Source: an optimization exercise on an open RTL-to-GDS flow (aim: a short achievable clock period and few clock cycles). Production flows keep margins and buffers that such runs may drop.
In this exercise RTL edits were held to simulation tests only and were not proved equivalent to the original.
No activity file was given, so power comes from the tool's default toggle rates.

==> flow/design.v <==
package icache_pkg;
    localparam int addr_w = 32;
    localparam int data_w = 32;
    typedef logic [addr_w-1:0] addr_t;    
    typedef logic [data_w-1:0] data_t;    
    typedef enum logic [1:0] {
        s_idle     = 2'b00,
        s_compare  = 2'b01,
        s_allocate = 2'b11
    } cache_state_t;
endpackage
module icache_top
#(
    parameter int sets       = 8,
    parameter int line_words = 4
) (
    input  logic        clk,
    input  logic        nrst,
    input  logic        cpu_req,
    input  logic [31:0] cpu_addr,
    input  logic        flush,
    output logic        cpu_ack,
    output logic        cpu_busy,
    output logic [31:0] cpu_rdata,
    output logic        wb_cyc,
    output logic        wb_stb,
    output logic        wb_we,
    output logic [31:0] wb_adr,
    input  logic [31:0] wb_dat_i,
    input  logic        wb_ack
);
    localparam int off_w   = $clog2(line_words);
    localparam int idx_w   = $clog2(sets);
    localparam int idx_lsb = off_w + 2;
    localparam int tag_lsb = idx_lsb + idx_w;
    localparam int tag_w   = 32 - tag_lsb;
    localparam int ent     = sets * 2;               
    localparam int slots   = sets * line_words;      
    logic [tag_w-1:0]      tag_mem [ent];
    logic [ent-1:0]        valid;
    logic [sets-1:0]       lru;                      
    logic [31:0]           data0 [slots];            
    logic [31:0]           data1 [slots];            
    logic                  ack_o;                    
    logic                  ack_q;                    
    logic [31:0]           rdata_o;                  
    logic                  busy_o;                   
    logic                  cyc_o;                    
    logic                  stb_o;                    
    logic [31:0]           adr_o;                    
    logic                  f_act;                    
    logic [31-idx_lsb:0]   f_line;                   
    logic [off_w-1:0]      f_word;                   
    logic [off_w-1:0]      f_cnt;                    
    logic [idx_w:0]        f_ent;                    
    logic [line_words-1:0] f_got;                    
    logic                  f_inst;                   
    logic [idx_w+off_w-1:0] rp;                      
    logic [slots-1:0]      rp_oh;                    
    logic [tag_w-1:0]      rt0, rt1;                 
    logic                  rv0, rv1;                 
    logic                  miss_q;                   
    logic [idx_w-1:0]      t_set;                    
    logic                  t_way;
    logic [idx_w-1:0]      a_set, r_set, n_set;
    logic [tag_w-1:0]      a_tag, f_tag;
    logic [off_w-1:0]      a_word, r_word;
    logic [idx_w+off_w-1:0] a_idx, a_nxt;
    logic [slots-1:0]      a_oh, a_nxt_oh;
    logic                  at_idx;                   
    logic                  at_set;                   
    logic                  h0, h1, hit, hit_way;     
    logic                  victim;                   
    logic                  look;                     
    logic                  fill_here;                
    logic                  fill_hit;                 
    logic                  word_now;                 
    logic                  ready;
    logic                  answer;
    logic                  to_nxt;                   
    logic                  f_end;                    
    logic                  start;
    logic [31:0]           rd0, rd1, rd;
    assign a_set  = cpu_addr[tag_lsb-1:idx_lsb];
    assign a_tag  = cpu_addr[31:tag_lsb];
    assign a_word = cpu_addr[idx_lsb-1:2];
    assign a_idx  = cpu_addr[tag_lsb-1:2];
    assign a_nxt  = a_idx + 1'b1;
    assign n_set  = a_nxt[idx_w+off_w-1:off_w];
    assign r_set  = rp[idx_w+off_w-1:off_w];
    assign r_word = rp[off_w-1:0];
    assign f_tag  = f_line[31-idx_lsb:idx_w];
    always_comb
    begin
        a_oh = '0;
        a_oh[a_idx] = 1'b1;
    end
    assign a_nxt_oh = {a_oh[slots-2:0], a_oh[slots-1]};
    assign at_idx  = (a_idx == rp);
    assign at_set  = (a_set == r_set);
    assign h0      = rv0 && (rt0 == a_tag);
    assign h1      = rv1 && (rt1 == a_tag);
    assign hit     = h0 | h1;
    assign hit_way = ~h0;                            
    assign victim = !rv0 ? 1'b0 : !rv1 ? 1'b1 : lru[r_set];
    assign look      = cpu_req && !ack_q;
    assign fill_here = f_act && (f_ent[idx_w:1] == r_set) && (f_inst || !f_got[r_word]);
    assign fill_hit  = fill_here && (f_ent[0] == hit_way);
    assign word_now  = wb_ack && (f_word == r_word);   
    assign ready     = !fill_hit || word_now;
    assign answer    = look && at_idx && hit && ready;
    assign to_nxt    = at_idx && (fill_here ? word_now : !miss_q);
    assign f_end  = f_act && wb_ack && (f_cnt == off_w'(line_words - 1));
    assign start  = look && at_set && !hit && (!f_act || f_end);
    always_comb
    begin
        rd0 = '0;
        rd1 = '0;
        for (int k = 0; k < slots; k++)
        begin
            rd0 |= {32{rp_oh[k]}} & data0[k];
            rd1 |= {32{rp_oh[k]}} & data1[k];
        end
    end
    assign rd = fill_hit ? wb_dat_i : hit_way ? rd1 : rd0;
    always_ff @(posedge clk or negedge nrst)
    begin
        if (!nrst)
        begin
            ack_o  <= 1'b0;
            busy_o <= 1'b0;
            miss_q <= 1'b0;
        end
        else
        begin
            ack_o  <= answer;
            busy_o <= look || (f_act && !f_end);
            miss_q <= look && (miss_q || (at_set && !hit));
        end
    end
    always_ff @(posedge clk)
        ack_q <= answer;
    always_ff @(posedge clk)
        rdata_o <= rd;
    always_ff @(posedge clk or negedge nrst)
    begin
        if (!nrst)
        begin
            rp    <= '0;
            rp_oh <= 1;
        end
        else if (look)
        begin
            rp    <= to_nxt ? a_nxt : a_idx;
            rp_oh <= to_nxt ? a_nxt_oh : a_oh;
        end
    end
    logic [tag_w-1:0] c_t [3][2];
    logic             c_v [3][2];
    logic [idx_w-1:0] c_set [3];
    assign c_set[0] = a_set;
    assign c_set[1] = n_set;
    assign c_set[2] = r_set;
    always_comb
        for (int c = 0; c < 3; c++)
            for (int w = 0; w < 2; w++)
            begin
                if (f_inst && (f_ent == {c_set[c], w[0]}))
                begin
                    c_t[c][w] = f_tag;
                    c_v[c][w] = 1'b1;
                end
                else
                begin
                    c_t[c][w] = tag_mem[{c_set[c], w[0]}];
                    c_v[c][w] = valid[{c_set[c], w[0]}];
                end
            end
    always_ff @(posedge clk)
    begin
        rt0 <= !look ? c_t[2][0] : to_nxt ? c_t[1][0] : c_t[0][0];
        rt1 <= !look ? c_t[2][1] : to_nxt ? c_t[1][1] : c_t[0][1];
    end
    always_ff @(posedge clk or negedge nrst)
    begin
        if (!nrst)
        begin
            rv0 <= 1'b0;
            rv1 <= 1'b0;
        end
        else
        begin
            rv0 <= !flush && (!look ? c_v[2][0] : to_nxt ? c_v[1][0] : c_v[0][0]);
            rv1 <= !flush && (!look ? c_v[2][1] : to_nxt ? c_v[1][1] : c_v[0][1]);
        end
    end
    always_ff @(posedge clk or negedge nrst)
    begin
        if (!nrst)
        begin
            f_act  <= 1'b0;
            cyc_o  <= 1'b0;
            stb_o  <= 1'b0;
            f_inst <= 1'b0;
            f_got  <= '0;
            f_cnt  <= '0;
        end
        else
        begin
            f_inst <= start;
            cyc_o  <= start || (cyc_o && !f_end);
            stb_o  <= start || (stb_o && !f_end);
            if (start)
                f_act <= 1'b1;
            else if (f_end)
                f_act <= 1'b0;
            if (f_inst)
            begin
                f_got <= '0;
                f_cnt <= '0;
            end
            else if (f_act && wb_ack)
            begin
                f_got[f_word] <= 1'b1;
                f_cnt         <= f_cnt + 1'b1;
            end
        end
    end
    always_ff @(posedge clk)
    begin
        if (!f_act || f_end)
        begin
            f_line <= cpu_addr[31:idx_lsb];
            f_word <= a_word;
            f_ent  <= {r_set, victim};               
        end
        else if (wb_ack)
            f_word <= f_word + 1'b1;
    end
    always_ff @(posedge clk)
    begin
        if ((!cyc_o || f_end) && cpu_req)
            adr_o <= {cpu_addr[31:2], 2'b00};
        else if (cyc_o && wb_ack)
            adr_o[idx_lsb-1:2] <= adr_o[idx_lsb-1:2] + 1'b1;
    end
    always_ff @(posedge clk)
    begin
        for (int k = 0; k < slots; k++)
        begin
            if (f_act && (f_ent == {k[idx_w+off_w-1:off_w], 1'b0}) && (f_word == k[off_w-1:0]))
                data0[k] <= wb_dat_i;
            if (f_act && (f_ent == {k[idx_w+off_w-1:off_w], 1'b1}) && (f_word == k[off_w-1:0]))
                data1[k] <= wb_dat_i;
        end
    end
    always_ff @(posedge clk)
    begin
        if (f_inst)
            tag_mem[f_ent] <= f_tag;
    end
    always_ff @(posedge clk or negedge nrst)
    begin
        if (!nrst)
            valid <= '0;
        else if (flush)
            valid <= '0;             
        else if (f_inst)
            valid[f_ent] <= 1'b1;
    end
    always_ff @(posedge clk or negedge nrst)
    begin
        if (!nrst)
            lru <= '0;
        else if (ack_q)
            lru[t_set] <= ~t_way;
        else if (f_inst)
            lru[f_ent[idx_w:1]] <= ~f_ent[0];
    end
    always_ff @(posedge clk)
    begin
        t_set <= r_set;
        t_way <= hit_way;
    end
    assign cpu_ack   = ack_o;
    assign cpu_busy  = busy_o;
    assign cpu_rdata = rdata_o;
    assign wb_cyc    = cyc_o;
    assign wb_stb    = stb_o;
    assign wb_we     = 1'b0;
    assign wb_adr    = adr_o;
endmodule
==> flow/run.sh <==
#!/bin/bash
# synth_recipe.tcl (not shown) runs the flow's synth.tcl, then flattens the netlist and writes it again
# the make line also repeats each setting of config.mk as NAME=value (left out here)
make -C /OpenROAD-flow-scripts/flow DESIGN_CONFIG=/design/flow/config.mk WORK_HOME=/design/flow/orfs CLKGATE_MAP_FILE= SYNTH_SCRIPT=/design/flow/synth_recipe.tcl finish
==> flow/config.mk <==
export PLATFORM = sky130hd
export DESIGN_NAME = icache_top
export DESIGN_NICKNAME = icache_top
export VERILOG_FILES = /design/flow/design.v
export SDC_FILE = /design/flow/constraint.sdc
export NUM_CORES = 4
export LEC_CHECK = 0
export ABC_CLOCK_PERIOD_IN_PS = 2500
export CAP_MARGIN = 20
export CORE_MARGIN = 2
export CORE_UTILIZATION = 40
export SETUP_SLACK_MARGIN = 4.5
export SLEW_MARGIN = 20
==> flow/constraint.sdc <==
create_clock -name core_clock -period 7.0 [get_ports {clk}]
set_input_delay 1.4000 -clock core_clock [delete_from_list [all_inputs] [get_ports {clk}]]
set_output_delay 1.4000 -clock core_clock [all_outputs]
set_load 0.01 [all_outputs]
==> impl_results.md, run 1 <==
* Max IR drop VDD at 0.304 mV
* Setup WS pre-CTS at approximately 1900 ps
* DRC Markers at 0
* R2r setup slk at 4190 ps
* Final slew viol count at 0
* Post-synthesis xor/xnor area fraction at less than 1%
* Number of nets in the layout at 6,797
* Area contributors post-synth: edfxtp_1 (71%), a22oi_1 (7.3%), mux4_2 (4.5%)
* Max-Cap Viols at 0
* Initial antenna violation count at 21
* Pin count of the biggest net entering global routing at 67
* # rows at around 190
* Syn Inst Count at 6,257
* WP buf/inv at 1
* CP Max Fanout at 1
* Most common cell after layout, fill and taps aside: edfxtp_1
* Status: finished clean
* Mux share of post-synthesis cell area at under 10%
* Synth Area in Simple Gates at 4.79%
* Number of global-route vias before repair at between 60,000 and 70,000
* CP Class: flip-flop to output port
* Core area at 263,000 um^2
* Switching power at 10,200 uW
* RSZ-0062 raised after global routing: yes
* Fin crit share at 41.4%
* First-pass GRT wire length at 550 mm
* Share of cells above drive strength 1 at 23.8%
* I/O pin total at 138
* Synth warn at 6
* CP top delay family: flip-flops
* DRT antenna net count at 0
* Max clock buf depth at 4
* Total GRT Usage at 29.4%
* Startpoint types: flip-flop
* Flop pwr share at 49.4%
* Final setup skew at 102 ps
* DIE AREA at approximately 270,000 um^2
* Switching Share at 26.3%
* Adder-Cell Fraction of Synth Area at 0.295%
* Critical path required time at 5600 ps
* Post-cts hold buffer count at 0
* Worst setup margin at 4100 ps
* Worst Max-Slew Pin Slew at 1170 ps
* Clock transition at path regs at around 60 ps
* CTS Buf Count at 287
* Area leader, netlist: edfxtp_1
* Worst setup EP type: output port
* Largest stage delay, worst path at 410 ps
* Final Setup Violations at 0
* Clock sinks at 2,672
* CTS HTree Levels at 5
* EDFF count, synth at ~2,500
* Post-synthesis sequential area ratio at approximately three quarters
* Most frequent cells in the layout: edfxtp_1 (2,509), a22oi_1 (1,024), clkbuf_16 (307)
* Grt total ovfl at 0
* Setup TNS at 0 ps
* Vias post-DR at about 71,000
* Post-DP HPWL at roughly 190 mm
* Yosys reg bits at 2,672
* Initial DRC count at 12,206
* Slew HR at 21.8%
* Via/cell ratio at between 6 and 7
* Die W at 519 um
* Leak at 0.0409 uW
* Fin util at 48.7%
* Main synth FF type: edfxtp_1
* P_int at around 29,000 uW
* Clock power frac at 37.6%
* Crit-path cells: buf_6
* Initial DRT Pass Iterations at 8
* Netlist cell types at 74
* Input/output buffers at roughly 130
* Power Dens Cells at 304 nW/um^2
* Clock latency on the worst-skew pair at 960 ps
* Comb pwr share at 13.0%
* Async SR Flop Fraction at under 10%
* Root Driver: clkbuf_16
* Initial Util at 40.3%
* Finished Layout Cells at 10,435
* Synth Area in Compound Gates at 10.6%
* CTS tree: built
* Fillers at 21,597
* WL final at roughly 410 mm
* Die height at 519 um
* HP Class: input pin to async pin
* Arrival time worst endpoint at 1500 ps
* Mean Syn Cell Area at ~17 um^2
* Share of the synthesized area in the top cell type at 71.1%
* Fin crit period at slightly below 3000 ps
* Synth Cell Area at 106,000 um^2
* Fmax at 0.345 GHz
* Area grow syn2layout at 20.8%
* CP max-delay cell: dfxtp_4
* Placed Instances at 9,633
* Gp weighted congestion at 0.821
* Final Hold Viols at 0
* Wire per inst at approximately 39 um
* Final hold slack at 441 ps
* Main combinational cell family by area after synthesis: compound AO/OA/AOI/OAI gates
==> cells by family (layout without fill, tap and decap cells) <==
group / Yosys count / after routing
AOI/OAI and AO/OA: 1558 / 1558
xor gates and xnor gates: 83 / 83
adders and majority gates: 25 / 25
buffers and inverters: 463 / 1090
DFF: 2672 / 2672
muxes: 495 / 495
other: 1 / 20
and+or+nand+nor: 960 / 977
==> cell type report <==
type | instances | area (um^2) | share of cell area (%)
inverter | 17 | 96.3 | 0.0753
clock inverter | 112 | 1020 | 0.800
tap | 3515 | 4400 | 3.44
clock buffer | 377 | 7790 | 6.09
timing repair buffer | 584 | 7760 | 6.06
sequential | 2672 | 79200 | 61.9
multi-input combinational | 3141 | 27700 | 21.6
antenna | 17 | 42.5 | 0.0332
==> flip-flops by register name (all words and copies together), names as in the netlist, 4 cells and up <==
| name | flops |
|---|---|
| rp_oh | 32 |
| f_ent | 4 |
| f_line | 25 |
| data1 | 1024 |
| data0 | 1024 |
| adr_o | 30 |
| rt0 | 25 |
| f_got | 4 |
| rt1 | 25 |
| valid | 16 |
| lru | 8 |
| rp | 5 |
| tag_mem | 400 |
| rdata_o | 32 |
==> metrics by stage <==
step | instance area (um^2) | power (uW)
2_1_floorplan | 107000 | 21200
3_3_place_gp | 112000 | 23200
5_1_grt | 128000 | 39700
4_1_cts | 126000 | 38400
3_5_place_dp | 112000 | 23300
6_report | 128000 | 38900
==> power by group through the flow <==
stage               logic [uW]  registers [uW]  clock network [uW]
floorplan                 2080           19200                   0
global placement          3670           19500                   0
detailed placement        3710           19600                   0
CTS                       4580           19200               14700
global route              5160           19300               15300
finish                    5080           19200               14600
==> worst reg2reg max path: cells and delay by family, from the launching register on <==
| kind | cells | cell delay (ps) |
|---|---|---|
| flops | 1 | 850 |
| compound gates | 4 | 1090 |
| simple gates | 2 | 250 |
| buf+inv | 1 | 620 |
==> repair_timing <==
item                        CTS  global route
gates resized for setup    1031           183
cloned                       60            13
pin swaps                   116           148
setup buffers               174            49
setup endpoints to repair  2644          1712
==> metal layers <==
| layer | share of wire [%] | global-route usage, % | up-vias |
|---|---|---|---|
| met1 | 35 | 37.7 | 36493 |
| met5 | 0.053 | 0 | - |
| met2 | 46 | 46.1 | 6048 |
| li1 | - | - | 27041 |
| met4 | 6.1 | 15.5 | 10 |
| met3 | 14 | 7.20 | 1351 |
==> Yosys cell counts, types with 4 or more instances <==
cell and count:
o22ai_1 100, o311ai_1 26, a31oi_1 11, a22oi_1 1028
o2111ai_1 15, nand2_1 157, a211oi_1 83, buf_4 31
dfrtp_1 75, nor3_1 103, buf_2 41, xnor2_1 68
o21ai_1 32, nor2b_1 9, nor3b_1 4, nand4_1 269
inv_1 14, dfxtp_1 87, nor2_1 182, edfxtp_1 2509
o211ai_1 31, nand3_1 25, o21ai_0 64, xor2_1 11
mux2i_1 274, and3_1 60, and2_1 39, o32a_1 25
mux4_2 212, clkbuf_1 277, a211o_1 11, nand2b_1 12
a21oi_1 85, or3_1 4, buf_1 94, a221o_1 5
mux2_2 7, o31ai_1 24, ha_1 25, nor4_1 73
==> final timing paths <==
check | end | cells past startpoint | start
min in group core_clock | f_got[2]$_DFFE_PN0P_ | 2 | f_got[2]$_DFFE_PN0P_
min reg2reg | f_got[2]$_DFFE_PN0P_ | 2 | f_got[2]$_DFFE_PN0P_
max in group asynchronous | rp_oh[6]$_DFFE_PN0P_ | 2 | nrst
min | ack_o$_DFF_PN0_ | 1 | nrst
max reg2reg | rdata_o[11]$_DFF_P_ | 7 | rp_oh[21]$_DFFE_PN0P_
max | cpu_rdata[30] | 1 | rdata_o[30]$_DFF_P_
Testbench counts, summed over its fixed seeds: cycles 30,115.
==> run 2: changes to the inputs <==
--- a/flow/config.mk
+++ b/flow/config.mk
@@ -10,4 +10,6 @@
 export CORE_MARGIN = 2
 export CORE_UTILIZATION = 40
+export CTS_CLUSTER_DIAMETER = 100
+export CTS_CLUSTER_SIZE = 20
 export SETUP_SLACK_MARGIN = 4.5
 export SLEW_MARGIN = 20
==> run 2 against run 1 <==
  * Still clean on timing, DRC and antenna
  * Largest power group unchanged
  * Synthesized cell count is the same
  * Global-route usage is essentially flat
  * Register-to-register slack lost 50 ps
  * Area after synthesis is the same
  * Critical path type is now input pin to flip-flop
  * Design area shrank 2.5%
==> impl_results.md, run 2 <==
* Most frequent cell after synthesis: edfxtp_1
* CP top delay family: simple AND/OR/NAND/NOR gates
* RSZ-0062 raised after global routing: yes
* Worst Max-Slew Pin Slew at 1260 ps (+84.4 ps)
* CP Class: input pin to flip-flop
* Post-synthesis sequential area ratio at 74.5% (unchanged)
* CTS Buf Count at 152 (-47%)
* Gp weighted congestion at 0.821 (unchanged)
* Area grow syn2layout at 17.7%
* Fin crit share at 41.1% (-0.30 points)
* # rows at 188 (unchanged)
* Clock transition at path regs at 90 ps (+30 ps)
* Final setup skew at 76.4 ps (-25.8 ps)
* CTS HTree Levels at 4 (-1)
* Post-cts hold buffer count at 0 (unchanged)
* Most common cell after layout, fill and taps aside: edfxtp_1
* Mean Syn Cell Area at 16.9 um^2 (unchanged)
* Area contributors post-synth: edfxtp_1 (71%), a22oi_1 (7.3%), mux4_2 (4.5%)
* R2r setup slk at 4140 ps (-50 ps)
* Finished Layout Cells at 10,240 (-1.9%)
* Final slew viol count at 0 (unchanged)
* Clock sinks at 2,672 (unchanged)
* First-pass GRT wire length at 549 mm (-0.12%)
* Initial Util at 40.3% (unchanged)
* Via/cell ratio at 6.89 (+1.4%)
* Slew HR at 16.2% (-5.6 points)
* Leading registers by flop count: data0 x1024, data1 x1024, tag_mem x400
* CP Max Fanout at 7 (+6)
* Critical R2R Capture: rdata_o[26]$_DFF_P_
* Critical path required time at 7770 ps (+2170 ps)
* Worst setup margin at 4120 ps (+20.7 ps)
* Final Hold Viols at 0 (unchanged)
* Post-DP HPWL at 188 mm (unchanged)
* Pin count of the biggest net entering global routing at 67 (unchanged)
* Yosys reg bits at 2,672 (unchanged)
* Commonest cells in the netlist: edfxtp_1 (2,509), a22oi_1 (1,028), clkbuf_1 (277), mux2i_1 (274), nand4_1 (269)
* DIE AREA at 269,000 um^2 (unchanged)
* Vias post-DR at 70,571 (-0.52%)
* Initial DRC count at 12,398 (+1.6%)
* Placed Instances at 9,633 (unchanged)
* WP buf/inv at 3 (+2)
* Grt total ovfl at 0 (unchanged)
* Worst setup startpoint: cpu_addr[14]
* HP Class: input pin to async pin
* Max clock buf depth at 3 (-1)
* WL final at 411 mm (about the same)
* Most frequent cells in the layout: edfxtp_1 (2,509), a22oi_1 (1,024), nand4_1 (269)
* Fmax at 0.348 GHz (+0.72%)
* Number of global-route vias before repair at 65,715 (-1.6%)
* Core area at 263,000 um^2 (unchanged)
* Total GRT Usage at 29.4% (about the same)
* Share of the synthesized area in the top cell type at 71.1% (unchanged)
* Number of nets in the layout at 6,704 (-1.4%)
* Input/output buffers at 132 (unchanged)
* Status: finished clean
* Setup TNS at 0 ps (unchanged)
* CTS tree: built
* Power Dens Cells at 272 nW/um^2 (-11%)
* Die height at 519 um (unchanged)
* Async SR Flop Fraction at 2.84% (unchanged)
* Startpoint types: input pin
* Final Setup Violations at 0 (unchanged)
* Critical Path End: rdata_o[2]$_DFF_P_
* Max-Cap Viols at 0 (unchanged)
* DRT antenna net count at 0 (unchanged)
* Arrival time worst endpoint at 3650 ps (+2150 ps)
* Initial DRT Pass Iterations at 9 (+1)
* Worst setup EP type: flip-flop
* Setup WS pre-CTS at 1930 ps (unchanged)
* Area leader, netlist: edfxtp_1
* Syn Inst Count at 6,257 (unchanged)
* Crit-path cells: buf_12 -> xnor2_2 -> nand4_1 -> or4_4 -> nor3_4 -> buf_6 -> buf_12 -> a211oi_2 -> o21ai_1
* Root Driver: clkbuf_16
* Max IR drop VDD at 0.289 mV (-4.8%)
* Crit path depth at 9 (+8)
* Largest stage delay, worst path at 760 ps (+350 ps)
* DRC Markers at 0 (unchanged)
* I/O pin total at 138 (unchanged)
* Top cell by count, worst path: buf_12
* Netlist cell types at 74 (unchanged)
* Initial antenna violation count at 31 (+48%)
* Fin crit period at 2880 ps (-20.7 ps)
* Synth warn at 6 (unchanged)
* Leak at 0.0391 uW (-4.5%)
* EDFF count, synth at 2,509 (unchanged)
* R2R depth at 7 (unchanged)
* Reg2reg start: rp_oh[4]$_DFFE_PN0P_
* Clock latency on the worst-skew pair at 880 ps (-80 ps)
* Wire per inst at 40.1 um (+2.0%)
* Synth Cell Area at 106,000 um^2 (unchanged)
* Main synth FF type: edfxtp_1
* CP max-delay cell: or4_4
* Die W at 519 um (unchanged)
* Share of cells above drive strength 1 at 22.9% (-0.96 points)
==> run 2: how the worst min path moves through the flow <==
stage	end	slack (ps)	depth (start not counted)
6_report	ack_o$_DFF_PN0_	490	1
5_1_grt	ack_o$_DFF_PN0_	500	1
4_1_cts	ack_o$_DFF_PN0_	470	1
3_5_place_dp	stb_o$_DFF_PN0_	480	2
3_3_place_gp	stb_o$_DFF_PN0_	470	2
2_1_floorplan	t_set[0]$_DFF_P_	360	0
==> run 2: cells by family (layout without fill, tap and decap cells) <==
logic type	after synthesis	count (layout)	share of synthesized area, %
and+or+nand+nor	960	980	4.79
buffers and inverters	463	891	1.82
DFF	2672	2672	74.5
muxes	495	495	7.22
other	1	21	0.00354
xor gates and xnor gates	83	83	0.714
adders and majority gates	25	25	0.295
AOI/OAI and AO/OA	1558	1558	10.6
==> run 2: area by class of cell <==
class,instances,area [um^2]
Antenna cell,18,45.0
Clock buffer,234,4150
Clock inverter,17,315
Fill cell,21913,138000
Inverter,17,101
Multi-Input combinational cell,3144,28200
Sequential cell,2672,79200
Tap cell,3515,4400
Timing Repair Buffer,623,8400
==> run 2: per-stage QoR <==
| stage | util [%] | hold WS, ps | instance area (um^2) | power [uW] |
|---|---|---|---|---|
| detailed placement | 42.6 | 476 | 112000 | 23300 |
| floorplan | - | 358 | 107000 | 21200 |
| CTS | 46.7 | 474 | 123000 | 33400 |
| global placement | 42.6 | 475 | 112000 | 23200 |
| global route | 47.4 | 496 | 125000 | 34600 |
| finish | 47.4 | 487 | 125000 | 33900 |
==> run 2: timing repair <==
| action | 4_1_cts | 5_1_grt |
|---|---|---|
| setup endpoints to repair | 2644 | 1585 |
| buffers inserted | 200 | 57 |
| cloned | 70 | 11 |
| pin swaps | 162 | 108 |
| gates resized for setup | 1078 | 247 |
==> run 2: power by group <==
part / internal [uW] / switching, uW / leakage (uW)
clock network: 4170 / 5310 / 0.00212
logic: 1850 / 3390 / 0.0127
registers: 18500 / 735 / 0.0243
total: 24500 / 9430 / 0.0391
==> run 2: per-layer routing <==
| metal | vias up | wire [um] | global-route usage (%) |
|---|---|---|---|
| met5 | - | 133 | 0 |
| met4 | 18 | 24100 | 14.5 |
| met3 | 1251 | 56000 | 7.28 |
| met2 | 6028 | 188000 | 46.3 |
| met1 | 36532 | 143000 | 37.9 |
| li1 | 26742 | - | - |
==> run 3: changes to the inputs <==
--- a/flow/config.mk
+++ b/flow/config.mk
@@ -10,6 +10,5 @@
 export CORE_MARGIN = 2
 export CORE_UTILIZATION = 40
-export CTS_CLUSTER_DIAMETER = 100
-export CTS_CLUSTER_SIZE = 20
+export PLACE_DENSITY = 0.5
 export SETUP_SLACK_MARGIN = 4.5
 export SLEW_MARGIN = 20
==> run 3 against run 2 <==
  * Critical path depth is 8 lower
  * Worst hold slack worse by 75 ps
  * Fmax is 3.2% lower
  * Area after synthesis stayed put
  * Flip-flop and latch count stayed put
  * Synthesized cell count stayed put
  * Register-to-register slack better by 150 ps
  * Routed wire length is 6.5% higher
  * Largest power group unchanged
==> impl_results.md, run 3 <==
* Final Power at 40,000 uW (+18%)
* Post-DP Area at 112,000 um^2 (+0.21%)
* Finished Layout Cells at 10,546 (+3.0%)
* Pin count of the biggest net entering global routing at 67 (unchanged)
* First-pass GRT wire length at 581 mm (+5.9%)
* Grt total ovfl at 0 (unchanged)
* Worst Max-Slew Pin Slew at 930 ps (-327 ps)
* Critical path required time at 5600 ps (-2170 ps)
* CP top delay family: flip-flops
* WP buf/inv at 1 (-2)
* Worst setup EP type: output port
* Gp weighted congestion at 0.798 (-2.8%)
* Root Driver: clkbuf_16
* Share of the synthesized area in the top cell type at 71.1% (unchanged)
* CP max-delay cell: dfrtp_2
* Max-Cap Viols at 0 (unchanged)
* CP Max Fanout at 1 (-6)
* Clock sinks at 2,672 (unchanged)
* Power Dens Cells at 305 nW/um^2 (+12%)
* Syn Inst Count at 6,257 (unchanged)
* Fin crit share at 42.5% (+1.3 points)
* Crit-path cells: buf_6
* Max clock buf depth at 4 (+1)
* Fillers at 21,817 (-0.44%)
* Netlist cell types at 74 (unchanged)
* Async SR Flop Fraction at 2.84% (unchanged)
* Initial DRT Pass Iterations at 6 (-3)
* Startpoint types: flip-flop
* Placed Instances at 9,643 (+0.10%)
* Arrival time worst endpoint at 1570 ps (-2080 ps)
* Clock latency on the worst-skew pair at 980 ps (+100 ps)
* Largest stage delay, worst path at 510 ps (-250 ps)
* HP Class: input pin to async pin
* Yosys reg bits at 2,672 (unchanged)
* Input/output buffers at 132 (unchanged)
* Area leader, netlist: edfxtp_1
* Wire per inst at 41.5 um (+3.4%)
* Leak at 0.0421 uW (+7.8%)
* CTS HTree Levels at 5 (+1)
* CP Class: flip-flop to output port
* Max IR drop VDD at 0.287 mV (-0.70%)
* Synth Cell Area at 106,000 um^2 (unchanged)
* Initial Util at 40.3% (unchanged)
* Commonest cells in the netlist: edfxtp_1 (2,509), a22oi_1 (1,028), clkbuf_1 (277), mux2i_1 (274), nand4_1 (269)
* Final Setup Violations at 0 (unchanged)
* Die W at 519 um (unchanged)
* Status: finished clean
* DRT antenna net count at 0 (unchanged)
* CTS tree: built
* Initial antenna violation count at 15 (-52%)
* RSZ-0062 raised after global routing: yes
* Fmax at 0.337 GHz (-3.2%)
* Post-DP HPWL at 201 mm (+7.0%)
* Setup TNS at 0 ps (unchanged)
* Share of cells above drive strength 1 at 27.5% (+4.6 points)
* DRC Markers at 0 (unchanged)
* Footprint of the multi-input gates at 29,300 um^2 (+3.9%)
* Most frequent cells in the layout: edfxtp_1 (2,509), a22oi_1 (1,024), clkbuf_16 (328)
* Clock transition at path regs at 60 ps (-30 ps)
* Core area at 263,000 um^2 (unchanged)
* DIE AREA at 269,000 um^2 (unchanged)
* Via/cell ratio at 6.70 (-2.8%)
* # rows at 188 (unchanged)
* Post-synthesis sequential area ratio at 74.5% (unchanged)
* Final instance area at 131,000 um^2 (+5.3%)
* Area grow syn2layout at 23.9%
* CTS Buf Count at 310 (+100%)
* Initial DRC count at 10,448 (-16%)
* EDFF count, synth at 2,509 (unchanged)
* Final hold slack at 412 ps (-74.9 ps)
* WL final at 438 mm (+6.5%)
* Synth warn at 6 (unchanged)
* Slew HR at 38.0% (+22 points)
* Vias post-DR at 70,651 (+0.11%)
* Reg area at 79,200 um^2 (about the same)
* Die height at 519 um (unchanged)
* Area contributors post-synth: edfxtp_1 (71%), a22oi_1 (7.3%), mux4_2 (4.5%)
* Most frequent cell after synthesis: edfxtp_1
* Leading registers by flop count: data0 x1024, data1 x1024, tag_mem x400
* Total GRT Usage at 31.4% (+2.1 points)
* I/O pin total at 138 (unchanged)
* Final setup skew at 100 ps (+23.9 ps)
* Number of nets in the layout at 6,889 (+2.8%)
* Final slew viol count at 0 (unchanged)
* Final Hold Viols at 0 (unchanged)
* Number of global-route vias before repair at 66,965 (+1.9%)
* Most common cell after layout, fill and taps aside: edfxtp_1
* Mean Syn Cell Area at 16.9 um^2 (unchanged)
* Main synth FF type: edfxtp_1
* Fin crit period at 2970 ps (+94.2 ps)
run 3: cell counts after synthesis:
No cell type changed its count.
run 3: kinds of logic (layout without fill, tap and decap cells):
family                   count (synthesis)  after routing  share of synthesized area (%)
flip-flops                            2672           2672                           74.5
AO/OA/AOI/OAI                         1558           1558                           10.6
AND/OR/NAND/NOR                        960            977                           4.79
multiplexers                           495            495                           7.22
buffers and inverters                  463           1211                           1.82
XOR/XNOR                                83             83                          0.714
adder cells (fa/ha/maj)                 25             25                          0.295
other                                    1             10                        0.00354
run 3: power breakdown:
| part | switching [uW] | leakage [uW] | internal [uW] |
|---|---|---|---|
| Combinational | 3490 | 0.0132 | 1870 |
| Sequential | 718 | 0.0243 | 18500 |
| Clock | 6370 | 0.00464 | 9060 |
run 3: timing repair:
action                      CTS  global route
hold buffers                  0             0
pin swaps                   203           128
cloned                       73             9
setup endpoints to repair  2619           999
gates resized for setup    1134           385
buffers inserted            216            57
run 3: worst paths after layout:
path,startpoint,end,slack (ps),depth (start not counted)
worst min register to register,f_got[1]$_DFFE_PN0P_,f_got[1]$_DFFE_PN0P_,500,2
min in group core_clock,f_got[1]$_DFFE_PN0P_,f_got[1]$_DFFE_PN0P_,500,2
max in group asynchronous,nrst,rp_oh[13]$_DFFE_PN0P_,5360,2
worst min-delay path,nrst,busy_o$_DFF_PN0_,410,1
worst max-delay path,ack_o$_DFF_PN0_,cpu_ack,4030,1
worst max register to register,rp_oh[19]$_DFFE_PN0P_,rdata_o[7]$_DFF_P_,4290,7
run 3: per-stage QoR:
stage          setup slack [ps]  utilization, %
3_5_place_dp               1890            42.7
6_report                   4030            49.9
5_1_grt                    4000            49.9
3_3_place_gp               1920            42.7
2_1_floorplan              3970               -
4_1_cts                    3970            48.8
run 3: area by class of cell:
| cell class | count | share of cell area, % |
|---|---|---|
| inverter | 17 | 0.0857 |
| timing repair buffer | 652 | 6.70 |
| multi-input combinational | 3141 | 22.3 |
| tap | 3515 | 3.35 |
| clock buffer | 429 | 6.52 |
| sequential | 2672 | 60.3 |
| clock inverter | 112 | 0.727 |
| antenna | 7 | 0.0133 |
| timing repair inverter | 1 | 0.0124 |
run 3: per-layer routing:
layer / routed length, um / vias to the layer above / part of all wire [%] / track usage, %
li1: - / 27283 / - / -
met1: 169000 / 37803 / 39 / 42.1
met2: 206000 / 4528 / 47 / 50.6
met3: 40500 / 1033 / 9.3 / 5.02
met4: 22700 / 4 / 5.2 / 14.1
met5: 27 / - / 0.0062 / 0
==> run 4: changes to the inputs <==
--- a/flow/config.mk
+++ b/flow/config.mk
@@ -9,5 +9,5 @@
 export CAP_MARGIN = 20
 export CORE_MARGIN = 2
-export CORE_UTILIZATION = 40
+export CORE_UTILIZATION = 45
 export PLACE_DENSITY = 0.5
 export SETUP_SLACK_MARGIN = 4.5
==> run 4 against run 3 <==
  * Clock power about the same
  * Worst hold slack gained 82 ps
  * Global-route usage rose by 5.0 points
  * Total power shrank 0.33%
  * Critical endpoint unchanged
  * Fmax grew 2.2%
  * Clock skew shrank 50 ps
  * Via count rose by 1.2%
  * Critical path type unchanged
  * First-iteration DRC count increased by 8.1%
  * Still clean
  * Flip-flop and latch count is the same
==> impl_results.md, run 4 <==
* Worst setup startpoint: ack_o$_DFF_PN0_
* HP Class: input pin to async pin
* Share of cells above drive strength 1 at 26.1% (-1.4 points)
* Wire per inst at 44.0 um (+6.0%)
* Setup TNS at 0 ps (unchanged)
* Arrival time worst endpoint at 1510 ps (-60 ps)
* Leak at 0.0422 uW (about the same)
* Netlist cell types at 74 (unchanged)
* Vias post-DR at 71,498 (+1.2%)
* CTS tree: built
* Clock power frac at 38.3% (-0.3 points)
* Setup WS pre-CTS at 1350 ps (-541 ps)
* Area contributors post-synth: edfxtp_1 (71%), a22oi_1 (7.3%), mux4_2 (4.5%)
* Initial antenna violation count at 29 (+14)
* Root Driver: clkbuf_16
* Syn Inst Count at 6,257 (unchanged)
* Clock transition at path regs at 60 ps (about the same)
* Initial DRT Pass Iterations at 6 (unchanged)
* Max clock buf depth at 4 (unchanged)
* Gp weighted congestion at 0.809 (+1.4%)
* Clock sinks at 2,672 (unchanged)
* P_int at 29,300 uW (-0.52%)
* Critical path required time at 5600 ps (about the same)
* DRC Markers at 0 (unchanged)
* Synth Cell Area at 106,000 um^2 (unchanged)
* Worst setup margin at 4090 ps (+64.4 ps)
* Post-DP HPWL at 201 mm (-0.14%)
* Async SR Flop Fraction at 2.84% (unchanged)
* Clock latency on the worst-skew pair at 950 ps (-30 ps)
* Final slew viol count at 0 (unchanged)
* Placed Instances at 9,308 (-3.5%)
* Commonest cells in the netlist: edfxtp_1 (2,509), a22oi_1 (1,028), clkbuf_1 (277), mux2i_1 (274), nand4_1 (269)
* Comb pwr share at 13.6% (+0.2 points)
* Crit path depth at 1 (unchanged)
* Total GRT Usage at 36.5% (+5.0 points)
* Mean Syn Cell Area at 16.9 um^2 (unchanged)
* Most frequent cell after synthesis: edfxtp_1
* WL final at 451 mm (+3.0%)
* Fin util at 55.3% (+5.4 points)
* Number of nets in the layout at 6,960 (+1.0%)
* Status: finished clean
* Post-synthesis sequential area ratio at 74.5% (unchanged)
* Area grow syn2layout at 22.5%
* Number of global-route vias before repair at 67,213 (+0.37%)
* Crit-path cells: buf_6
* Worst setup EP type: output port
* Most common cell after layout, fill and taps aside: edfxtp_1
* CP max-delay cell: dfrtp_1
* R2R depth at 7 (unchanged)
* Main synth FF type: edfxtp_1
* Final setup skew at 50.2 ps (-50.1 ps)
* Switching power at 10,600 uW (+0.20%)
* Fillers at 18,615 (-15%)
* Fin crit period at 2910 ps (-64.4 ps)
* Fin crit share at 41.5% (-0.92 points)
* DIE AREA at 239,000 um^2 (-11%)
* First-pass GRT wire length at 589 mm (+1.3%)
* Reg2reg start: rp_oh[0]$_DFFE_PN1P_
* Initial DRC count at 11,290 (+8.1%)
* # rows at 178 (-5.3%)
* Die height at 489 um (-5.7%)
* Worst Max-Slew Pin Slew at 915 ps (-15.4 ps)
* I/O pin total at 138 (unchanged)
* CP top delay family: flip-flops
* Finished Layout Cells at 10,244 (-2.9%)
* RSZ-0062 raised after global routing: yes
* Share of the synthesized area in the top cell type at 71.1% (unchanged)
* Slew HR at 39.0% (+1.0 points)
* CP Class: flip-flop to output port
* Post-cts hold buffer count at 0 (unchanged)
* Max-Cap Viols at 0 (unchanged)
* Max IR drop VDD at 0.216 mV (-25%)
* Final Setup Violations at 0 (unchanged)
* Startpoint types: flip-flop
* Switching Share at 26.6% (+0.14 points)
* Flop pwr share at 48.0% (about the same)
* Yosys reg bits at 2,672 (unchanged)
* Synth warn at 6 (unchanged)
* CTS HTree Levels at 5 (unchanged)
* CTS Buf Count at 303 (-2.3%)
* Die W at 489 um (-5.7%)
* Leading registers by flop count: data0 x1024, data1 x1024, tag_mem x400
* CP Max Fanout at 1 (unchanged)
* Initial Util at 45.2% (+4.8 points)
* Most frequent cells in the layout: edfxtp_1 (2,509), a22oi_1 (1,022), clkbuf_16 (330)
* Grt total ovfl at 0 (unchanged)
* EDFF count, synth at 2,509 (unchanged)
* Core area at 235,000 um^2 (-11%)
* Area leader, netlist: edfxtp_1
* Pin count of the biggest net entering global routing at 67 (unchanged)
* Via/cell ratio at 6.98 (+4.2%)
* Fmax at 0.344 GHz (+2.2%)
* Power Dens Cells at 307 nW/um^2 (+0.85%)
* DRT antenna net count at 0 (unchanged)
* Input/output buffers at 132 (unchanged)
* Largest stage delay, worst path at 430 ps (-80 ps)
* Final Hold Viols at 0 (unchanged)
* WP buf/inv at 1 (unchanged)
-- run 4: cell count changes in the layout (fill, tap and decap cells not counted), sizes merged, moves of 4 or more --
cell	before	now
buf	630	683
clkbuf	439	413
clkinv	93	104
bufbuf	8	18
diode	7	14
bufinv	15	19
-- run 4: logic make-up (layout without fill, tap and decap cells) --
logic type,after synthesis,after routing,synth area share [%]
flops,2672,2672,74.5
simple gates,960,981,4.79
buf+inv,463,1262,1.82
other cells,1,17,0.00354
xor+xnor,83,83,0.714
compound gates,1558,1559,10.6
fa+ha+maj,25,25,0.295
mux,495,495,7.22
-- run 4: final timing paths --
path                            slack [ps]                    to
worst max-delay path                  4090               cpu_ack
worst min-delay path                   490      busy_o$_DFF_PN0_
worst max register to register        4370   rdata_o[25]$_DFF_P_
worst min register to register         520  f_got[2]$_DFFE_PN0P_
max in group asynchronous             5450  valid[0]$_DFFE_PN0P_
min in group core_clock                520  f_got[2]$_DFFE_PN0P_
-- run 4: power by group through the flow --
stage                     registers, uW  clock network [uW]  logic (uW)
after global routing              19200               16000        5540
final                             19200               15300        5420
after detailed placement          19600                   0        3940
after floorplan                   19200                   0        2080
after global placement            19500                   0        3910
after CTS                         19100               15400        5030
-- run 4: layer usage --
| layer | part of all wire (%) | vias up | GRT usage [%] |
|---|---|---|---|
| met3 | 10 | 1120 | 6.56 |
| li1 | - | 27408 | - |
| met5 | 0.025 | - | 0 |
| met1 | 38 | 38128 | 49.2 |
| met4 | 5.8 | 16 | 16.0 |
| met2 | 46 | 4826 | 58.1 |
-- run 4: through the flow --
stage | total power [uW] | hold slack [ps] | area, um^2
after floorplan | 21200 | 358 | 107000
after global placement | 23500 | 467 | 112000
after detailed placement | 23500 | 470 | 112000
after CTS | 39500 | 477 | 127000
after global routing | 40700 | 498 | 130000
final | 39900 | 493 | 130000
-- run 4: what timing repair did --
item,4_1_cts,5_1_grt
pin swaps,107,158
setup buffers,254,72
setup endpoints to repair,2692,523
gates resized for setup,940,294
cloned,50,27
-- run 4: area by class of cell --
| class | count | area (um^2) | area share (%) |
|---|---|---|---|
| diodes | 14 | 35.0 | 0.0270 |
| clock buffers | 391 | 8200 | 6.32 |
| clock inverters | 128 | 1100 | 0.850 |
| inverters | 17 | 111 | 0.0858 |
| multi-input cells | 3146 | 28000 | 21.6 |
| flip-flops and latches | 2672 | 79200 | 61.0 |
| well taps | 3150 | 3940 | 3.04 |
| repair buffers | 726 | 9210 | 7.10 |
-- run 4: worst register-to-register path: stages (launching register included) --
cell,delay (ps)
dfstp_4,600
buf_12,300
a22oi_1,320
nand4_1,190
nor4_4,660
a21oi_2,160
o21ai_0,190
o21ai_1,90
==> run 5: changes to the inputs <==
--- a/flow/config.mk
+++ b/flow/config.mk
@@ -9,6 +9,6 @@
 export CAP_MARGIN = 20
 export CORE_MARGIN = 2
-export CORE_UTILIZATION = 45
-export PLACE_DENSITY = 0.5
+export CORE_UTILIZATION = 40
+export PLACE_DENSITY = 0.45
 export SETUP_SLACK_MARGIN = 4.5
 export SLEW_MARGIN = 20
==> run 5 against run 4 <==
  * Still clean on timing, DRC and antenna
  * Count of clock-buffer cells in the layout is 7 lower
  * Clock power hardly changed
  * First-iteration DRC count shrank 8.7%
  * Design area grew 0.44%
  * Worst setup slack got worse by 11 ps
  * Critical path type unchanged
  * Critical endpoint is now cpu_rdata[6]
  * Largest cell class unchanged
  * Highest routed layer unchanged
==> impl_results.md, run 5 <==
* Clock transition at path regs at 60 ps (about the same)
* Commonest cells in the netlist: edfxtp_1 (2,509), a22oi_1 (1,028), clkbuf_1 (277), mux2i_1 (274), nand4_1 (269)
* Final Setup Violations at 0 (unchanged)
* DRT antenna net count at 0 (unchanged)
* Crit-path cells: buf_6
* Leak at 0.0422 uW (about the same)
* Total GRT Usage at 33.7% (-2.8 points)
* Mean Syn Cell Area at 16.9 um^2 (unchanged)
* CP max-delay cell: dfxtp_4
* I/O pin total at 138 (unchanged)
* Synth warn at 6 (unchanged)
* Most frequent cell after synthesis: edfxtp_1
* Grt total ovfl at 0 (unchanged)
* CTS Buf Count at 310 (+2.3%)
* Root Driver: clkbuf_16
* Clock latency on the worst-skew pair at 960 ps (about the same)
* Fin util at 49.6% (-5.7 points)
* Worst setup margin at 4080 ps (-11.2 ps)
* Status: finished clean
* Gp weighted congestion at 0.770 (-4.8%)
* Fin crit period at 2920 ps (+11.2 ps)
* EDFF count, synth at 2,509 (unchanged)
* # rows at 188 (+5.6%)
* Critical path required time at 5600 ps (about the same)
* Netlist cell types at 74 (unchanged)
* Final hold slack at 446 ps (-47.2 ps)
* Initial Util at 40.3% (-4.8 points)
* CTS tree: built
* Clock sinks at 2,672 (unchanged)
* Max clock buf depth at 4 (unchanged)
* Wire per inst at 44.5 um (+1.1%)
* HP Class: input pin to async pin
* Main synth FF type: edfxtp_1
* WP buf/inv at 1 (unchanged)
* Number of global-route vias before repair at 67,514 (+0.45%)
* Largest stage delay, worst path at 430 ps (about the same)
* Die W at 519 um (+6.0%)
* M2 GR Usage at 53.6% (-4.5 points)
* RSZ-0062 raised after global routing: yes
* Via/cell ratio at 6.72 (-3.7%)
* Most frequent cells in the layout: edfxtp_1 (2,509), a22oi_1 (1,023), clkbuf_16 (334)
* Initial DRC count at 10,304 (-8.7%)
* Pin count of the biggest net entering global routing at 67 (unchanged)
* Leading registers by flop count: data0 x1024, data1 x1024, tag_mem x400
* Number of nets in the layout at 6,922 (-0.55%)
* Reg2reg start: rp_oh[8]$_DFFE_PN0P_
* Area grow syn2layout at 23.0%
* Yosys reg bits at 2,672 (unchanged)
* Max IR drop VDD at 0.291 mV (+35%)
* Final slew viol count at 0 (unchanged)
* Share of the synthesized area in the top cell type at 71.1% (unchanged)
* Syn Inst Count at 6,257 (unchanged)
* Arrival time worst endpoint at 1520 ps (about the same)
* R2R depth at 7 (unchanged)
* Met3 usage at 5.75% (-0.82 points)
* Core area at 263,000 um^2 (+12%)
* DRC Markers at 0 (unchanged)
* Final Hold Viols at 0 (unchanged)
* CP top delay family: flip-flops
* Critical R2R Capture: rdata_o[25]$_DFF_P_
* First-pass GRT wire length at 613 mm (+4.1%)
* Async SR Flop Fraction at 2.84% (unchanged)
* Input/output buffers at 132 (unchanged)
* CP Max Fanout at 1 (unchanged)
* Die height at 519 um (+6.0%)
* M1 GR Usage at 45.1% (-4.2 points)
* Worst Max-Slew Pin Slew at 964 ps (+49.6 ps)
* Initial antenna violation count at 27 (-6.9%)
* WL final at 470 mm (+4.3%)
* CTS HTree Levels at 5 (unchanged)
* Synth Cell Area at 106,000 um^2 (unchanged)
* Worst setup EP type: output port
* Busiest grt layer: met2
* Post-DP HPWL at 203 mm (+1.0%)
* Fmax at 0.343 GHz (-0.38%)
* Setup WS pre-CTS at 1710 ps (+357 ps)
* Final setup skew at 78.3 ps (+28.1 ps)
* Most common cell after layout, fill and taps aside: edfxtp_1
* Post-synthesis sequential area ratio at 74.5% (unchanged)
* Vias post-DR at 71,032 (-0.65%)
* Startpoint types: flip-flop
* Initial DRT Pass Iterations at 5 (-1)
* Max-Cap Viols at 0 (unchanged)
* R2r setup slk at 4340 ps (-30 ps)
* Slew HR at 35.7% (-3.3 points)
* CP Class: flip-flop to output port
* Area leader, netlist: edfxtp_1
* Area contributors post-synth: edfxtp_1 (71%), a22oi_1 (7.3%), mux4_2 (4.5%)
* Setup TNS at 0 ps (unchanged)
* Share of cells above drive strength 1 at 25.5% (-0.57 points)
* Power Dens Cells at 307 nW/um^2 (about the same)
* Fin crit share at 41.7% (+0.16 points)
* DIE AREA at 269,000 um^2 (+12%)
==> run 5: timing repair <==
action                      CTS  global route
hold buffers                  0             0
buffers inserted            220            53
setup endpoints to repair  2683           960
gates resized for setup    1012           206
pin swaps                   129            77
gates cloned                 66            25
==> run 5: how the worst max path moves through the flow <==
| stage | cells past startpoint | slack [ps] | from | end |
|---|---|---|---|---|
| after floorplan | 7 | 3970 | cpu_addr[2] | rv0$_DFF_PN0_ |
| after global placement | 9 | 1720 | cpu_addr[8] | rdata_o[0]$_DFF_P_ |
| after detailed placement | 9 | 1710 | cpu_addr[8] | rdata_o[5]$_DFF_P_ |
| after CTS | 1 | 4020 | adr_o[3]$_DFFE_PP_ | wb_adr[3] |
| after global routing | 1 | 4040 | adr_o[3]$_DFFE_PP_ | wb_adr[3] |
| final | 1 | 4080 | rdata_o[6]$_DFF_P_ | cpu_rdata[6] |
==> run 5: kinds of logic (layout without fill, tap and decap cells) <==
kind of cell	Yosys count	in the layout	share of synthesized area (%)
flip-flops	2672	2672	74.5
AO/OA/AOI/OAI	1558	1558	10.6
AND/OR/NAND/NOR	960	974	4.79
multiplexers	495	495	7.22
buffers and inverters	463	1239	1.82
XOR/XNOR	83	83	0.714
adder cells (fa/ha/maj)	25	25	0.295
other	1	10	0.00354
==> run 5: area by class of cell <==
class | instances | area (um^2)
inverter | 17 | 114
timing repair buffer | 688 | 9290
tap | 3515 | 4400
sequential | 2672 | 79200
clock buffer | 384 | 8180
timing repair inverter | 1 | 8.76
multi-input combinational | 3138 | 27900
antenna | 7 | 17.5
fill | 21967 | 133000
clock inverter | 149 | 1260
==> run 5: per-stage QoR <==
stage	std cells	area, um^2	power [uW]
final	10571	130000	40100
after global routing	10565	130000	41000
after CTS	10486	128000	39900
after detailed placement	9667	113000	23600
after global placement	9665	113000	23500
after floorplan	6259	107000	21200
==> run 5: power by group <==
| part | switching, uW | internal [uW] |
|---|---|---|
| registers | 694 | 18500 |
| clock network | 6510 | 8980 |
| logic | 3580 | 1810 |
==> run 5: per-layer routing <==
layer / up-vias / wire, um
li1: 27357 / -
met1: 38296 / 183000
met2: 4308 / 219000
met3: 1051 / 41600
met4: 20 / 26600
met5: - / 158
==> run 6: changes to the inputs <==
--- a/flow/config.mk
+++ b/flow/config.mk
@@ -6,9 +6,8 @@
 export NUM_CORES = 4
 export LEC_CHECK = 0
-export ABC_CLOCK_PERIOD_IN_PS = 2500
+export ABC_CLOCK_PERIOD_IN_PS = 2200
 export CAP_MARGIN = 20
 export CORE_MARGIN = 2
 export CORE_UTILIZATION = 40
-export PLACE_DENSITY = 0.45
-export SETUP_SLACK_MARGIN = 4.5
+export SETUP_SLACK_MARGIN = 5
 export SLEW_MARGIN = 20
==> run 6 against run 5 <==
  * Clock power decreased by 4%
  * Worst hold slack improved by 6.4 ps
  * Sequential share of layout area decreased by 4.4 points
  * Global-route usage decreased by 0.53 points
  * Clock skew increased by 46 ps
  * Non-clock buffer count increased by 459
  * Worst setup slack got worse by 200 ps
  * First-iteration DRC count increased by 51%
  * Design area increased by 7.8%
  * Synthesized cell count unchanged
  * Flip-flop and latch count unchanged
  * Critical path depth increased by 10
  * Highest routed layer unchanged
==> impl_results.md, run 6 <==
* Status: finished clean
* Flop pwr share at 46.0% (-1.9 points)
* Fin crit share at 44.5% (+2.8 points)
* Core area at 263,000 um^2 (unchanged)
* Die height at 519 um (unchanged)
* Final setup skew at 125 ps (+46.5 ps)
* Initial DRC count at 15,588 (+51%)
* R2R depth at 10 (+3)
* CP max-delay cell: a211oi_1
* Area contributors post-synth: edfxtp_1 (71%), a22oi_1 (7.3%), mux4_2 (4.5%)
* CP Max Fanout at 11 (+10)
* WL final at 482 mm (+2.5%)
* Area grow syn2layout at 32.6%
* Setup WS pre-CTS at 1600 ps (-104 ps)
* Fin crit period at 3120 ps (+199 ps)
* Number of nets in the layout at 7,430 (+7.3%)
* Yosys reg bits at 2,672 (unchanged)
* Critical path required time at 7840 ps (+2240 ps)
* Grt total ovfl at 0 (unchanged)
* Most frequent cell after synthesis: edfxtp_1
* Switching power at 11,700 uW (+8.7%)
* Max-Cap Viols at 0 (unchanged)
* Main synth FF type: edfxtp_1
* HP Class: input pin to async pin
* Post-cts hold buffer count at 0 (unchanged)
* Initial antenna violation count at 33 (+22%)
* Final Setup Violations at 0 (unchanged)
* Leak at 0.0460 uW (+9.1%)
* Clock latency on the worst-skew pair at 990 ps (+30 ps)
* Fin util at 53.4% (+3.9 points)
* Comb pwr share at 18.2% (+4.7 points)
* EDFF count, synth at 2,509 (unchanged)
* Area leader, netlist: edfxtp_1
* Syn Inst Count at 6,257 (unchanged)
* Commonest cells in the netlist: edfxtp_1 (2,509), a22oi_1 (1,028), clkbuf_1 (277), mux2i_1 (274), nand4_1 (269)
* Max IR drop VDD at 0.298 mV (+2.3%)
* P_int at 30,000 uW (+2.3%)
* Worst setup EP type: flip-flop
* # rows at 188 (unchanged)
* Final slew viol count at 0 (unchanged)
* CTS HTree Levels at 5 (unchanged)
* Final instance area at 141,000 um^2 (+7.8%)
* Reg2reg start: rt0[16]$_DFF_P_
* Critical R2R Capture: rdata_o[14]$_DFF_P_
* Die W at 519 um (unchanged)
* Via/cell ratio at 7.12 (+5.9%)
* CTS Buf Count at 288 (-7.1%)
* Largest stage delay, worst path at 440 ps (about the same)
* R2r setup slk at 4060 ps (-280 ps)
* Worst Max-Slew Pin Slew at 1210 ps (+246 ps)
* Final Power at 41,700 uW (+4.0%)
* Post-synthesis sequential area ratio at 74.5% (unchanged)
* Final Hold Viols at 0 (unchanged)
* Input/output buffers at 132 (unchanged)
* RSZ-0062 raised after global routing: yes
* Most frequent cells in the layout: edfxtp_1 (2,509), a22oi_1 (1,024), buf_12 (411)
* Wire per inst at 43.5 um (-2.2%)
* DIE AREA at 269,000 um^2 (unchanged)
* Clock power frac at 35.8% (-2.9 points)
* Netlist cell types at 74 (unchanged)
* Initial DRT Pass Iterations at 10 (+5)
* Clock transition at path regs at 60 ps (about the same)
* Total GRT Usage at 33.1% (-0.53 points)
* Crit-path cells: buf_12 -> xnor2_4 -> nand4_1 -> buf_4 -> nor4_4 -> buf_12 -> buf_8 -> buf_16 -> a21oi_1 -> a211oi_1 -> o21ai_1
* Most common cell after layout, fill and taps aside: edfxtp_1
* Setup TNS at 0 ps (unchanged)
* Switching Share at 28.1% (+1.2 points)
* Share of cells above drive strength 1 at 32.6% (+7.1 points)
* Pin count of the biggest net entering global routing at 70 (+4.5%)
* Worst setup margin at 3880 ps (-199 ps)
* Clock sinks at 2,672 (unchanged)
* Gp weighted congestion at 0.817 (+6.2%)
* Fmax at 0.321 GHz (-6.4%)
* Top cell by count, worst path: buf_12
* Async SR Flop Fraction at 2.84% (unchanged)
* Synth Cell Area at 106,000 um^2 (unchanged)
* Mean Syn Cell Area at 16.9 um^2 (unchanged)
* CP Class: input pin to flip-flop
* Arrival time worst endpoint at 3960 ps (+2440 ps)
* Post-DP HPWL at 183 mm (-9.6%)
* Root Driver: clkbuf_16
* Power Dens Cells at 297 nW/um^2 (-3.5%)
* Post-DP Area at 112,000 um^2 (-0.52%)
* Synth warn at 6 (unchanged)
* Vias post-DR at 78,844 (+11%)
* CP top delay family: buffers and inverters
* CTS tree: built
* Max clock buf depth at 4 (unchanged)
* DRT antenna net count at 0 (unchanged)
* Leading registers by flop count: data0 x1024, data1 x1024, tag_mem x400
* Share of the synthesized area in the top cell type at 71.1% (unchanged)
* Startpoint types: input pin
* DRC Markers at 0 (unchanged)
* Initial Util at 40.3% (unchanged)
* Slew HR at 19.3% (-16 points)
* Number of global-route vias before repair at 73,266 (+8.5%)
* I/O pin total at 138 (unchanged)
* WP buf/inv at 5 (+4)
* First-pass GRT wire length at 616 mm (+0.43%)
run 6: changes by cell type in the layout (fill, tap and decap cells not counted), sizes merged, moves of 11 or more:
cell | previous run | this run
clkbuf | 411 | 423
bufbuf | 22 | 11
and3 | 70 | 104
clkinv | 120 | 82
diode | 7 | 25
and2 | 41 | 65
buf | 637 | 1096
run 6: power groups by stage:
stage | Sequential (uW) | Combinational [uW] | Clock [uW]
after global routing | 19200 | 7510 | 15500
after floorplan | 19200 | 2170 | 0
after global placement | 19500 | 3800 | 0
after detailed placement | 19500 | 3860 | 0
final | 19200 | 7580 | 14900
after CTS | 19200 | 6060 | 14800
run 6: per-stage QoR:
step                      cells  hold WS (ps)
after global routing      11061           458
after global placement     9600           477
after CTS                 10891           463
final                     11080           452
after floorplan            6259           358
after detailed placement   9602           473
run 6: final cells by class:
class	instances	area, um^2
diodes	25	62.6
clock buffers	385	7860
clock inverters	109	1020
fillers	19836	122000
inverters	17	149
multi-input cells	3207	30000
flip-flops and latches	2672	79200
well taps	3515	4400
repair buffers	1147	17800
repair inverters	3	40.0
run 6: metal layers:
layer  routed length (um)  GRT usage (%)  vias up
met3                76000           11.5     2747
met2               204000           49.4     8265
li1                     -              -    28488
met5                  665          0.320        -
met1               151000           39.5    39310
met4                50100           25.0       34
run 6: cell families (layout without fill, tap and decap cells):
kind of cell	Yosys count	count (layout)	synth area share, %
buffers and inverters	463	1661	1.82
xor gates and xnor gates	83	84	0.714
DFF	2672	2672	74.5
adders and majority gates	25	25	0.295
AOI/OAI and AO/OA	1558	1559	10.6
other	1	28	0.00354
and+or+nand+nor	960	1041	4.79
muxes	495	495	7.22
run 6: worst max-delay path by stage:
stage                                  start                  end  cells past startpoint
after global routing            cpu_addr[23]  rdata_o[14]$_DFF_P_                     11
after global placement           cpu_addr[8]   rdata_o[0]$_DFF_P_                      8
after floorplan                  cpu_addr[2]        rv0$_DFF_PN0_                      7
after CTS                 adr_o[2]$_DFFE_PP_            wb_adr[2]                      1
after detailed placement         cpu_addr[8]   rdata_o[0]$_DFF_P_                      8
final                           cpu_addr[23]  rdata_o[14]$_DFF_P_                     11
run 6: what timing repair did:
item	in CTS	in global routing
pin swaps	284	185
cloned	171	43
setup buffers	624	117
endpoints found under the hold margin	0	0
gates resized for setup	1400	393
setup endpoints to repair	2735	2581
==> run 7: changes to the inputs <==
--- a/flow/design.v
+++ b/flow/design.v
@@ -57,5 +57,5 @@
     logic                  f_inst;                   
     logic [idx_w+off_w-1:0] rp;                      
-    logic [slots-1:0]      rp_oh;                    
+    logic [slots-1:0]      rp_oh0, rp_oh1;           
     logic [tag_w-1:0]      rt0, rt1;                 
     logic                  rv0, rv1;                 
@@ -119,6 +119,6 @@
         for (int k = 0; k < slots; k++)
         begin
-            rd0 |= {32{rp_oh[k]}} & data0[k];
-            rd1 |= {32{rp_oh[k]}} & data1[k];
+            rd0 |= {32{rp_oh0[k]}} & data0[k];
+            rd1 |= {32{rp_oh1[k]}} & data1[k];
         end
     end
@@ -147,12 +147,17 @@
         if (!nrst)
         begin
-            rp    <= '0;
-            rp_oh <= 1;
+            rp     <= '0;
+            rp_oh0 <= 1;
         end
         else if (look)
         begin
-            rp    <= to_nxt ? a_nxt : a_idx;
-            rp_oh <= to_nxt ? a_nxt_oh : a_oh;
-        end
+            rp     <= to_nxt ? a_nxt : a_idx;
+            rp_oh0 <= to_nxt ? a_nxt_oh : a_oh;
+        end
+    end
+    always_ff @(posedge clk)
+    begin
+        if (look)
+            rp_oh1 <= to_nxt ? a_nxt_oh : a_oh;
     end
     logic [tag_w-1:0] c_t [3][2];
--- a/flow/config.mk
+++ b/flow/config.mk
@@ -6,8 +6,8 @@
 export NUM_CORES = 4
 export LEC_CHECK = 0
-export ABC_CLOCK_PERIOD_IN_PS = 2200
+export ABC_CLOCK_PERIOD_IN_PS = 2500
 export CAP_MARGIN = 20
 export CORE_MARGIN = 2
 export CORE_UTILIZATION = 40
-export SETUP_SLACK_MARGIN = 5
+export SETUP_SLACK_MARGIN = 4.5
 export SLEW_MARGIN = 20
==> run 7 against run 6 <==
  * Critical path type is now flip-flop to output port
  * Sequential power hardly changed
  * Synthesized cell count is 2.9% lower
  * Still clean
  * Area after synthesis is 0.75% higher
==> impl_results.md, run 7 <==
* Clock sinks at 2,704 (+1.2%)
* Max IR drop VDD at 0.222 mV (-25%)
* Mean Syn Cell Area at 17.6 um^2 (+3.8%)
* Worst setup EP type: output port
* Async SR Flop Fraction at 2.81% (-0.034 points)
* Most common cell after layout, fill and taps aside: edfxtp_1
* Max-Cap Viols at 0 (unchanged)
* CTS Buf Count at 291 (+1.0%)
* Number of global-route vias before repair at 67,246 (-8.2%)
* Input/output buffers at 132 (unchanged)
* Reg area at 80,100 um^2 (+1.1%)
* Status: finished clean
* EDFF count, synth at 2,541 (+1.3%)
* Most frequent cells in the layout: edfxtp_1 (2,541), a22oi_1 (1,011), buf_4 (323)
* Commonest cells in the netlist: edfxtp_1 (2,541), a22oi_1 (1,012), clkbuf_1 (353), mux4_2 (309), nand4_1 (263)
* Area contributors post-synth: edfxtp_1 (71%), a22oi_1 (7.1%), mux4_2 (6.5%)
* WP buf/inv at 1 (-4)
* Number of nets in the layout at 6,787 (-8.7%)
* Total GRT Usage at 29.9% (-3.3 points)
* DRT antenna net count at 0 (unchanged)
* CTS tree: built
* Clock latency on the worst-skew pair at 890 ps (-100 ps)
* Root Driver: clkbuf_16
* Max clock buf depth at 4 (unchanged)
* CP Max Fanout at 1 (-10)
* Area leader, netlist: edfxtp_1
* Crit path depth at 1 (-10)
* Leading registers by flop count: data0 x1024, data1 x1024, tag_mem x400
* R2R depth at 10 (unchanged)
* Share of cells above drive strength 1 at 28.6% (-4.0 points)
* Synth Cell Area at 107,000 um^2 (+0.75%)
* Fin crit period at 2970 ps (-148 ps)
* I/O pin total at 138 (unchanged)
* CP top delay family: flip-flops
* Wire per inst at 39.9 um (-8.2%)
* Leak at 0.0422 uW (-8.2%)
* Netlist cell types at 76 (+2.7%)
* Final hold slack at 497 ps (+44.4 ps)
* # rows at 189 (+0.53%)
* Final setup skew at 102 ps (-22.9 ps)
* Via/cell ratio at 6.79 (-4.6%)
* CTS HTree Levels at 5 (unchanged)
* Main synth FF type: edfxtp_1
* Share of the synthesized area in the top cell type at 71.4% (+0.37 points)
* Post-synthesis sequential area ratio at 74.9% (+0.35 points)
* Vias post-DR at 71,035 (-9.9%)
* Setup TNS at 0 ps (unchanged)
* Initial antenna violation count at 24 (-27%)
* Final Hold Viols at 0 (unchanged)
* R2r setup slk at 4120 ps (+60 ps)
* Die height at 521 um (+0.37%)
* Worst Max-Slew Pin Slew at 977 ps (-233 ps)
* Syn Inst Count at 6,076 (-2.9%)
* WL final at 418 mm (-13%)
* RSZ-0062 raised after global routing: yes
* Die W at 521 um (+0.37%)
* Area grow syn2layout at 23.0%
* Initial DRT Pass Iterations at 9 (-1)
* Final Setup Violations at 0 (unchanged)
* Critical path required time at 5600 ps (-2240 ps)
* Arrival time worst endpoint at 1570 ps (-2390 ps)
* Yosys reg bits at 2,704 (+1.2%)
* HP Class: input pin to async pin
* Initial DRC count at 12,145 (-22%)
* Fin crit share at 42.4% (-2.1 points)
* CP Class: flip-flop to output port
* Footprint of the multi-input gates at 28,300 um^2 (-5.4%)
* Crit-path cells: buf_6
* Clock transition at path regs at 60 ps (about the same)
* Gp weighted congestion at 0.802 (-1.8%)
* Final Power at 39,100 uW (-6.2%)
* Largest stage delay, worst path at 570 ps (+130 ps)
* Slew HR at 34.8% (+16 points)
* Final slew viol count at 0 (unchanged)
* Fmax at 0.337 GHz (+5.0%)
* Grt total ovfl at 0 (unchanged)
* Fillers at 21,516 (+8.5%)
* Post-DP HPWL at 185 mm (+0.80%)
* Most frequent cell after synthesis: edfxtp_1
* Startpoint types: flip-flop
* Pin count of the biggest net entering global routing at 67 (-4.3%)
* Power Dens Cells at 298 nW/um^2 (+0.34%)
* Initial Util at 40.2% (-0.057 points)
* Synth warn at 6 (unchanged)
* DRC Markers at 0 (unchanged)
* DIE AREA at 271,000 um^2 (+0.74%)
* Core area at 265,000 um^2 (+0.89%)
* First-pass GRT wire length at 560 mm (-9.0%)
* CP max-delay cell: dfrtp_2
## run 7: worst paths after layout
check / startpoint / end
setup / recovery: ack_o$_DFF_PN0_ / cpu_ack
hold / removal: nrst / busy_o$_DFF_PN0_
setup reg to reg: rp[1]$_DFFE_PN0P_ / rt0[22]$_DFF_P_
hold reg to reg: f_got[3]$_DFFE_PN0P_ / f_got[3]$_DFFE_PN0P_
max in group asynchronous: nrst / rp_oh0[20]$_DFFE_PN0P_
min in group core_clock: f_got[3]$_DFFE_PN0P_ / f_got[3]$_DFFE_PN0P_
## run 7: cells by family (layout without fill, tap and decap cells)
| family | count (synthesis) | count (layout) | share of synthesized area (%) |
|---|---|---|---|
| adders and majority gates | 25 | 25 | 0.293 |
| AOI/OAI and AO/OA | 1450 | 1451 | 10.0 |
| buffers and inverters | 462 | 1266 | 1.72 |
| xor gates and xnor gates | 84 | 84 | 0.696 |
| other | 1 | 21 | 0.00351 |
| DFF | 2704 | 2704 | 74.9 |
| and+or+nand+nor | 889 | 922 | 4.44 |
| muxes | 461 | 461 | 7.98 |
## run 7: worst reg2reg max path: cells and delay by family, from the launching register on
family,cells,cell delay [ps]
flip-flops,1,440
AO/OA/AOI/OAI,3,900
AND/OR/NAND/NOR,2,380
buffers and inverters,4,710
multiplexers,1,350
## run 7: layer usage
layer | routed length, um | vias up | global-route usage [%]
met4 | 32100 | 14 | 18.5
met2 | 191000 | 6009 | 47.3
met3 | 53200 | 1507 | 6.97
met1 | 141000 | 36587 | 37.2
met5 | 92 | - | 0
li1 | - | 26918 | -
## run 7: metrics by stage
| step | setup slack [ps] | instances | instance area (um^2) | utilization, % |
|---|---|---|---|---|
| detailed placement | 1820 | 9501 | 113000 | 42.7 |
| global placement | 1820 | 9501 | 113000 | 42.7 |
| global route | 4030 | 10459 | 131000 | 49.5 |
| finish | 4030 | 10467 | 131000 | 49.5 |
| floorplan | 3710 | 6078 | 108000 | - |
| CTS | 4010 | 10355 | 129000 | 48.8 |
## run 7: what timing repair did
action,4_1_cts,5_1_grt
gates resized for setup,1108,173
setup endpoints to repair,2756,1352
gates cloned,95,6
hold buffers,0,0
pin swaps,167,84
buffers inserted,243,85
hold endpoints to repair,0,0
## run 7: power by group
| group | switching, uW | internal [uW] |
|---|---|---|
| Sequential | 534 | 18500 |
| Clock | 6370 | 8690 |
| Combinational | 3260 | 1750 |
| Total | 10200 | 29000 |
## run 7: layout make-up
type,instances,area share (%)
Timing Repair inverter,3,0.0209
Antenna cell,18,0.0343
Tap cell,3533,3.36
Timing Repair Buffer,726,7.03
Clock inverter,135,0.940
Clock buffer,381,6.01
Sequential cell,2704,61.0
Inverter,21,0.0866
Multi-Input combinational cell,2946,21.6
Testbench counts of run 7, summed over its fixed seeds: cycles 30,115.

-- separate check: timing with driven ports --
Ports are ideal in the flow. The routed layouts listed here were re-timed in OpenROAD. Step 1, drivers: a clkbuf_16 drives clk and a buf_2 each remaining input, both assumed. Step 2 also shifts input and output timing later by t, the mid clock arrival at the registers, as if the neighbouring blocks saw the same clock. Three values: ideal ports, drivers, drivers and shift; two values: the first two.
run	t, ns	setup WS [ns]	latest minus earliest clock arrival (ns)	worst slew at a driven data input, ns
run 1	1.002	4.102 / 4.011 / 3.216	0.105 / 0.105	0.29
run 2	0.942	4.122 / 4.086 / 3.191	0.080 / 0.080	0.32
run 3	1.031	4.028 / 3.929 / 3.099	0.103 / 0.103	0.30
run 4	1.020	4.093 / 3.997 / 3.234	0.055 / 0.055	0.24
run 5	1.018	4.081 / 3.984 / 3.281	0.082 / 0.082	0.26
run 6	1.034	3.882 / 3.939 / 2.905	0.134 / 0.134	0.40
run 7	0.944	4.030 / 3.932 / 3.077	0.114 / 0.114	0.28
After both steps every run listed still meets setup and hold. For run 6, which loses most, drivers alone change the setup slack by +0.057 ns; drivers and shift together by -0.977 ns.
